Source: an optimization exercise on an open RTL-to-GDS flow (aim: small area). Production flows keep margins and buffers that such runs may drop. The RTL was checked by simulation tests, not by an equivalence proof against the original design. No activity file was given, so power comes from the tool's default toggle rates. The clock port is modelled as an ideal driver; clocking choices that lean on that would not hold on a real chip.

==> branch cedar: inputs <==
==> flow/design.v (excerpt) <==
module hog_block_gen #(
  parameter int FEA_I     = 4,
  parameter int FEA_F     = 28,
  parameter int CELL_COLS = 8,
  parameter int CELL_ROWS = 16,
  parameter int BID_W     = 13
) (
  input  logic                         clk,
  input  logic                         rst,
  input  logic [9*(FEA_I+FEA_F)-1:0]   i_cell,
  input  logic                         i_valid,
  input  logic                         i_sof,
  output logic [9*(FEA_I+FEA_F)-1:0]   fea_a,
  output logic [9*(FEA_I+FEA_F)-1:0]   fea_b,
  output logic [9*(FEA_I+FEA_F)-1:0]   fea_c,
  output logic [9*(FEA_I+FEA_F)-1:0]   fea_d,
  output logic                         o_valid,
  output logic                         o_eof
);
clock: 5.0 ns
lec_check: 0
cap_margin: 0
core_margin: 2
core_utilization: 40
slew_margin: 0
standard.sh (not shown) runs the stock make flow with config.mk's settings and CLKGATE_MAP_FILE= SYNTH_SCRIPT=/design/flow/synth_recipe.tcl, a recipe that flattens the netlist after the stock synthesis.
==> flow/flow/run.sh <==
#!/bin/bash
# Own layout flow: the standard synthesis and layout, with two changes to how
# the layout is made: the port buffers are the smallest buffer (buf_1), and clock
# tree synthesis uses larger sink clusters and inserts no dummy loads.
# Each step's full output goes to a log file in the work folder.
set -euo pipefail
PORT_BUF="BUFFER_PORTS_ARGS=-buffer_cell sky130_fd_sc_hd__buf_1"
CTS="CTS_ARGS=-sink_clustering_enable -repair_clock_nets -dont_use_dummy_load -buf_list {sky130_fd_sc_hd__clkbuf_16} -sink_clustering_size 30 -sink_clustering_max_diameter 120"
bash standard.sh synth > synth.log 2>&1
bash standard.sh "$PORT_BUF" "$CTS" finish > layout.log 2>&1
==> branch harbor: changes against branch cedar <==
==> flow/flow/run.sh (replaced) <==
#!/bin/bash
# Own layout flow: the standard synthesis and layout, with two changes to how
# the layout is made: the port buffers are the smallest buffer (buf_1), and clock
# tree synthesis uses small clock buffers and inserts no dummy loads.
# Each step's full output goes to a log file in the work folder.
set -euo pipefail
PORT_BUF="BUFFER_PORTS_ARGS=-buffer_cell sky130_fd_sc_hd__buf_1"
CTS="CTS_ARGS=-sink_clustering_enable -repair_clock_nets -dont_use_dummy_load -buf_list {sky130_fd_sc_hd__clkbuf_4}"
bash standard.sh synth > synth.log 2>&1
bash standard.sh "$PORT_BUF" "$CTS" finish > layout.log 2>&1
CAP_MARGIN = 20   (was 0)
SLEW_MARGIN = 20   (was 0)
==> flow_summary.rst <==
.. list-table::
   :header-rows: 1

   * - Metric
     - Value
   * - R2R depth
     - 2
   * - Final worst clock skew
     - 0.0993 ns
   * - Length of routed met3 wiring
     - approximately 14 mm
   * - Fraction of standard cell area that is sequential
     - 61.7%
   * - Layout cell share with drive strength beyond 1
     - 2.74%
   * - Switching share of power
     - 27.2%
   * - Result of the run
     - finished clean
   * - Data buffer area share
     - 6.91%
   * - Hold Crit Start
     - i_cell[41]
   * - Maximum clock path buffer count
     - 3
   * - Seq pwr
     - between 30 and 40 mW
   * - Router iterations before antenna repair
     - 8
   * - Combinational power
     - 6.77 mW
   * - Layout Cells excl Fill
     - 10160
   * - Worst Tran Pin Value
     - approximately 1.1 ns
   * - Hold Crit Depth
     - 1
   * - Final-layout worst hold slack
     - around 0.28 ns
   * - Post-Layout Inst Area
     - between 90000 and 100000 sq um
# the run above: branch cedar

==> flow_summary.rst <==
.. list-table::
   :header-rows: 1

   * - Metric
     - Value
   * - Hold Crit Start
     - i_cell[17]
   * - Count of fill cells added during filler insertion
     - 20696
   * - Result of the run
     - finished clean
   * - CTS tree
     - yes
   * - Hold Crit Depth
     - 2
   * - Maximum clock path buffer count
     - 4
   * - Data buffer area share
     - a little under a tenth
   * - Fraction of power consumed by sequential logic
     - 58.6%
   * - Final worst clock skew
     - ~0.21 ns
   * - Worst Tran Pin Value
     - between 1 and 1.5 ns
   * - R2R depth
     - 3
   * - Count of nets left with antenna violations after detail routing
     - 0
   * - Post-Layout Inst Area
     - between 90000 and 100000 sq um
   * - Seq pwr
     - between 30 and 40 mW
   * - Layout cell share with drive strength beyond 1
     - 10.2%
   * - Fraction of standard cell area that is sequential
     - ~58%
   * - Switching share of power
     - between 20% and 30%
   * - Post-synthesis xor/xnor area fraction
     - 0%
   * - Router iterations before antenna repair
     - 5
   * - Final-layout worst hold slack
     - 0.237 ns
# the run above: branch harbor

## separate check: timing with driven ports
Ports are ideal in the flow. The routed layouts listed here were re-timed in OpenROAD.
Step 1, drivers: a clkbuf_16 drives clk and a buf_2 each remaining input, both assumed.
Step 2 also shifts input and output timing later by t, the mid clock arrival at the registers, as if the neighbouring blocks saw the same clock.
Slacks: no drivers / after step 1 / after step 2; pairs: no drivers / after step 1.
run	t, ns	setup WS [ns]	hold slack, ns
branch cedar	0.830	2.160 / 2.073 / 2.101	0.284 / 0.222 / 0.406
branch harbor	1.371	1.657 / 1.574 / 1.569	0.237 / 0.175 / 0.339
After both steps every run listed still meets setup and hold. For branch harbor, which loses most, drivers alone change the setup slack by -0.083 ns; drivers and shift together by -0.088 ns.
